Context: an optimization exercise on an open-source flow, tuned for small area, a short achievable clock period and few clock cycles per item. The choices shown serve that exercise and are no tape-out recipe. Function was checked by simulation only, so behaviour that the tests miss may differ from the original. Power and IR drop assume default switching activity.

==> inputs of trial 57 <==
Design fft_top, start of the top module:
module fft_top
(
    input  logic                clk,
    input  logic                rst_n,
    input  logic                in_valid_i,
    input  logic [23:0]         din_i,
    output logic                in_ready_o,
    input  logic                credit_i,
    output logic                out_valid_o,
    output logic [31:0]         dout_o
);
    localparam int SK = fft_pkg::SKID_DEPTH;
    logic        adv;            
    logic [3:0]  pp;             
    logic [2:0]  fv;             
    logic [2:0]  cc;             
    logic        cr;             
    logic [5:0]  st;             
    logic        vb;             
    logic        ov;             
    logic        ir;             
    logic [3:0]  sb;             
    logic        sbz;            
    logic [3:0]  pp_n, sb_n;
    logic [2:0]  fv_n, cc_n;
    logic [5:0]  st_n;
    logic        vb_n, adv_n;
    logic        h3, h2, h1, r1, h0, ca, cb;
    logic [3:0]  pp7_n, pp2_n, pp15_n, pp14_n;
    logic [23:0] din_q;
    logic        dv_q;
    logic [23:0] sk [SK];
    logic        push, pop;
    logic [23:0] xin;
    logic        xv;
    always_ff @(posedge clk)
        din_q <= din_i;
    assign push = dv_q && (!adv || !sbz);
    assign pop  = adv && !sbz;
    always_ff @(posedge clk)
    begin
        sk[0] <= push ? din_q : sk[SK-1];
        for (int i = 1; i < SK; i++)
  ...
Settings: LEC_CHECK=0, CAP_MARGIN=50, CORE_MARGIN=2, CORE_UTILIZATION=70, CTS_CLUSTER_SIZE=40, SLEW_MARGIN=60; clock period 12.0 ns.
standard.sh (not shown) runs the stock make flow with config.mk's settings and CLKGATE_MAP_FILE= SYNTH_SCRIPT=/design/flow/synth_recipe.tcl, a recipe that flattens the netlist after the stock synthesis.
==> flow/flow/run.sh <==
#!/bin/bash
set -euo pipefail
export SETUP_SLACK_MARGIN=8.4
bash standard.sh > standard.log 2>&1
==> trial 97: changes against trial 57 <==
--- a/flow/design.v
+++ b/flow/design.v
@@ -165,34 +165,36 @@
     logic [59:0] l3_1;           
     logic [27:0] l3 [2:7];
     logic [2:0]  tg3, tg3_n;     
     logic [2:0]  m3a, m3c;       
     logic [2:0]  m3_n;
     logic [2:0]  k3r, k3i_b;
     logic [13:0] p3r, p3i, s3r, s3i;
     logic [13:0] al3, be3, ga3, de3, y3r, y3i;
-    logic [13:0] x3r, x3i, a3r, a3i, sum3r, sum3i, dif3r, dif3i;
+    logic [12:0] x3r, x3i, a3r, a3i, sum3r, sum3i, dif3r, dif3i;
     logic [27:0] l3_in, o3, p3;
-    assign x3r = adv ? {{2{xin[23]}}, xin[23:12]} : '0;
-    assign x3i = adv ? {{2{xin[11]}}, xin[11:0]}  : '0;
-    assign a3r = l3[7][27:14];
-    assign a3i = l3[7][13:0];
-    add_bk #(.W(14)) u_s3r (.a(a3r), .b(x3r),  .ci(1'b0), .s(sum3r));
-    add_bk #(.W(14)) u_s3i (.a(a3i), .b(x3i),  .ci(1'b0), .s(sum3i));
-    add_bk #(.W(14)) u_d3r (.a(a3r), .b(~x3r), .ci(1'b1), .s(dif3r));
-    add_bk #(.W(14)) u_d3i (.a(a3i), .b(~x3i), .ci(1'b1), .s(dif3i));
+    assign x3r = {xin[23], xin[23:12]};
+    assign x3i = {xin[11], xin[11:0]};
+    assign a3r = l3[7][26:14];
+    assign a3i = l3[7][12:0];
+    add_bk #(.W(13)) u_s3r (.a(a3r), .b(x3r),  .ci(1'b0), .s(sum3r));
+    add_bk #(.W(13)) u_s3i (.a(a3i), .b(x3i),  .ci(1'b0), .s(sum3i));
+    add_bk #(.W(13)) u_d3r (.a(a3r), .b(~x3r), .ci(1'b1), .s(dif3r));
+    add_bk #(.W(13)) u_d3i (.a(a3i), .b(~x3i), .ci(1'b1), .s(dif3i));
     always_comb
     begin
-        if (!h3)
-            l3_in = {x3r, x3i};
+        if (!adv)
+            l3_in = l3[7];
+        else if (!h3)
+            l3_in = {{2{x3r[12]}}, x3r[11:0], {2{x3i[12]}}, x3i[11:0]};
         else
-            l3_in = {dif3r, dif3i};
+            l3_in = {dif3r[12], dif3r, dif3i[12], dif3i};
     end
-    assign o3 = h3 ? {sum3r, sum3i} : l3[7];
+    assign o3 = h3 ? {sum3r[12], sum3r, sum3i[12], sum3i} : l3[7];
     assign tg3_n = adv ? (pp[3] ? pp[2:0] : 3'd0) : tg3;
     assign m3_n  = adv_n ? tg3_n : 3'd0;
     cos_mult #(.W(14)) u_c3r (.t(l3_0[27:14]), .on(k3r[2]), .c22(k3r[1]), .c45(k3r[0]), .p(p3r));
     sin_mult #(.W(14)) u_n3r (.t(l3_0[27:14]), .s(s3r));
     cos_mult #(.W(14)) u_c3i (.t(l3_0[13:0]),  .on(!k3i_b[2]), .c22(!k3i_b[1]), .c45(!k3i_b[0]), .p(p3i));
     sin_mult #(.W(14)) u_n3i (.t(l3_0[13:0]),  .s(s3i));
     logic       q3a, q3e, q3s;
     assign q3a = l3_1[2];
@@ -223,27 +225,29 @@
     logic [29:0] l2_0, l2_2, l2_3;
     logic [31:0] l2_1;           
     logic [1:0]  m2a, m2c, m2_n;
     logic        k2r, k2i_b;     
     logic [14:0] y2r, y2i, a2r, a2i, sum2r, sum2i, dif2r, dif2i;
     logic [14:0] p2r, p2i, be2, de2, z2r, z2i;
     logic [29:0] l2_in, o2, p2;
     assign i2  = pp + 4'd7;
-    assign y2r = adv ? {p3[27], p3[27:14]} : '0;
-    assign y2i = adv ? {p3[13], p3[13:0]}  : '0;
+    assign y2r = {p3[27], p3[27:14]};
+    assign y2i = {p3[13], p3[13:0]};
     assign a2r = l2_3[29:15];
     assign a2i = l2_3[14:0];
     add_bk #(.W(15)) u_s2r (.a(a2r), .b(y2r),  .ci(1'b0), .s(sum2r));
     add_bk #(.W(15)) u_s2i (.a(a2i), .b(y2i),  .ci(1'b0), .s(sum2i));
     add_bk #(.W(15)) u_d2r (.a(a2r), .b(~y2r), .ci(1'b1), .s(dif2r));
     add_bk #(.W(15)) u_d2i (.a(a2i), .b(~y2i), .ci(1'b1), .s(dif2i));
     always_comb
     begin
-        if (!h2)
+        if (!adv)
+            l2_in = l2_3;
+        else if (!h2)
             l2_in = {y2r, y2i};
         else
             l2_in = {dif2r, dif2i};
     end
     assign o2 = h2 ? {sum2r, sum2i} : l2_3;
     assign tg2_n = adv ? (i2[2] ? i2[1:0] : 2'd0) : tg2;
     assign m2_n  = adv_n ? tg2_n : 2'd0;
     assign m2c = l2_1[1:0];
@@ -264,54 +268,57 @@
         l2_2 <= {z2r, z2i};
         l2_3 <= l2_2;
         if (adv)
             p2 <= o2;
     end
     logic [31:0] l1 [2];
     logic [31:0] l1_in, o1, p1;
     logic [15:0] y1r, y1i, a1r, a1i, sum1r, sum1i, dif1r, dif1i, u1a, u1b, v1a, v1b;
-    assign y1r = adv ? {p2[29], p2[29:15]} : '0;
-    assign y1i = adv ? {p2[14], p2[14:0]}  : '0;
+    assign y1r = {p2[29], p2[29:15]};
+    assign y1i = {p2[14], p2[14:0]};
     assign a1r = l1[1][31:16];
     assign a1i = l1[1][15:0];
     add_bk #(.W(16)) u_s1r (.a(a1r), .b(y1r), .ci(1'b0), .s(sum1r));
     add_bk #(.W(16)) u_s1i (.a(a1i), .b(y1i), .ci(1'b0), .s(sum1i));
     assign u1a = r1 ? a1i : a1r;
     assign u1b = r1 ? y1i : y1r;
     assign v1a = r1 ? y1r : a1i;
     assign v1b = r1 ? a1r : y1i;
     add_bk #(.W(16)) u_d1r (.a(u1a), .b(~u1b), .ci(1'b1), .s(dif1r));
     add_bk #(.W(16)) u_d1i (.a(v1a), .b(~v1b), .ci(1'b1), .s(dif1i));
     always_comb
     begin
-        if (!h1)
+        if (!adv)
+            l1_in = l1[1];
+        else if (!h1)
             l1_in = {y1r, y1i};
         else
             l1_in = {dif1r, dif1i};
     end
     assign o1 = h1 ? {sum1r, sum1i} : l1[1];
     always_ff @(posedge clk)
     begin
         l1[0] <= l1_in;
         l1[1] <= l1[0];
         if (adv)
             p1 <= o1;
     end
-    logic [31:0] l0, l0_in, o0, y0;
+    logic [31:0] l0, l0_in, o0;
     logic [15:0] sum0r, sum0i, dif0r, dif0i;
-    assign y0 = adv ? p1 : '0;
-    add_bk #(.W(16)) u_s0r (.a(l0[31:16]), .b(y0[31:16]),  .ci(1'b0), .s(sum0r));
-    add_bk #(.W(16)) u_s0i (.a(l0[15:0]),  .b(y0[15:0]),   .ci(1'b0), .s(sum0i));
-    add_bk #(.W(16)) u_d0r (.a(l0[31:16]), .b(~y0[31:16]), .ci(1'b1), .s(dif0r));
-    add_bk #(.W(16)) u_d0i (.a(l0[15:0]),  .b(~y0[15:0]),  .ci(1'b1), .s(dif0i));
+    add_bk #(.W(16)) u_s0r (.a(l0[31:16]), .b(p1[31:16]),  .ci(1'b0), .s(sum0r));
+    add_bk #(.W(16)) u_s0i (.a(l0[15:0]),  .b(p1[15:0]),   .ci(1'b0), .s(sum0i));
+    add_bk #(.W(16)) u_d0r (.a(l0[31:16]), .b(~p1[31:16]), .ci(1'b1), .s(dif0r));
+    add_bk #(.W(16)) u_d0i (.a(l0[15:0]),  .b(~p1[15:0]),  .ci(1'b1), .s(dif0i));
     always_comb
     begin
-        if (!h0)
-            l0_in = y0;
+        if (!adv)
+            l0_in = l0;
+        else if (!h0)
+            l0_in = p1;
         else
             l0_in = {dif0r, dif0i};
     end
     assign o0 = h0 ? {sum0r, sum0i} : l0;
     always_ff @(posedge clk)
         l0 <= l0_in;
     logic [31:0] la [7];
     logic [31:0] lb [2];
@@ -361,21 +368,21 @@
             h1 <= 1'b1;
             r1 <= 1'b0;
             h0 <= 1'b1;
             ca <= 1'b1;
             cb <= 1'b0;
         end
         else
         begin
-            h3 <= pp_n[3] || !adv_n;
-            h2 <= pp7_n[2] || !adv_n;
-            h1 <= pp2_n[1] || !adv_n;
-            r1 <= pp2_n[0] && adv_n;
-            h0 <= pp15_n[0] || !adv_n;
+            h3 <= pp_n[3];
+            h2 <= pp7_n[2];
+            h1 <= pp2_n[1];
+            r1 <= pp2_n[0];
+            h0 <= pp15_n[0];
             ca <= pp14_n[3] && !pp14_n[0];
             cb <= pp7_n[2] && !pp7_n[1];
         end
     end
     always_ff @(posedge clk or negedge rst_n)
     begin
         if (!rst_n)
         begin
==> flow/flow/run.sh (replaced) <==
#!/bin/bash
set -euo pipefail
export SETUP_SLACK_MARGIN=8.2
bash standard.sh > standard.log 2>&1
CORE_UTILIZATION = 60   (was 70)
CTS_CLUSTER_DIAMETER = 95   (was default)
CTS_CLUSTER_SIZE = 26   (was 40)
==> notes.md <==
- Trial 57 produced a clean layout. Trial 97 passed the timing, design-rule and antenna checks.
- Between trial 57 and trial 97, the lower utilization is in trial 97 (gap 19 points).
- Against trial 97, the worst setup slack of trial 57 is lower by 0.33 ns.
- Of trial 57 and trial 97, trial 57 has the higher clock-buffer cell count (gap 91).
- In trial 97 the sequential cell count is lower than in trial 57, by 2.
- In trial 57 the clock power is larger than in trial 97, by about 70%.
- Of trial 57 and trial 97, trial 57 has the higher cell area (gap 8.8%, measured against trial 97).
- Between trial 97 and trial 57, the lower synthesized cell count is in trial 97 (gap 2.6%, measured against trial 57).
Testbench counts of trial 57, summed over its fixed seeds: cycles 3,246, frames 192.
Testbench counts of trial 97, summed over its fixed seeds: cycles 3,246, frames 192.

## static timing again, ports no longer ideal
In the flow no input, the clock included, has a driving cell. The finished layouts below were timed again as built, in two steps. Step 1 assumes that a clkbuf_16 drives the clock port and a buf_2 every other input. Step 2 moves the port delays by t, midway between the first and last clock arrival at a register: inputs arrive t later, outputs are due t later. That takes back most of the time a late clock gives input paths. a / b / c = ideal / step 1 / step 2; a / b = the first two.
| run | shift t [ns] | setup slack, ns | clock arrival spread, ns | worst data-port slew with drivers (ns) | pins driven straight from the clock port |
|---|---|---|---|---|---|
| trial 57 | 0.762 | 7.893 / 7.893 / 7.893 | 0.122 / 0.121 | 0.08 | 1 |
| trial 97 | 0.748 | 8.224 / 8.194 / 8.224 | 0.034 / 0.034 | 0.07 | 1 |
After both steps every run listed still meets setup and hold.
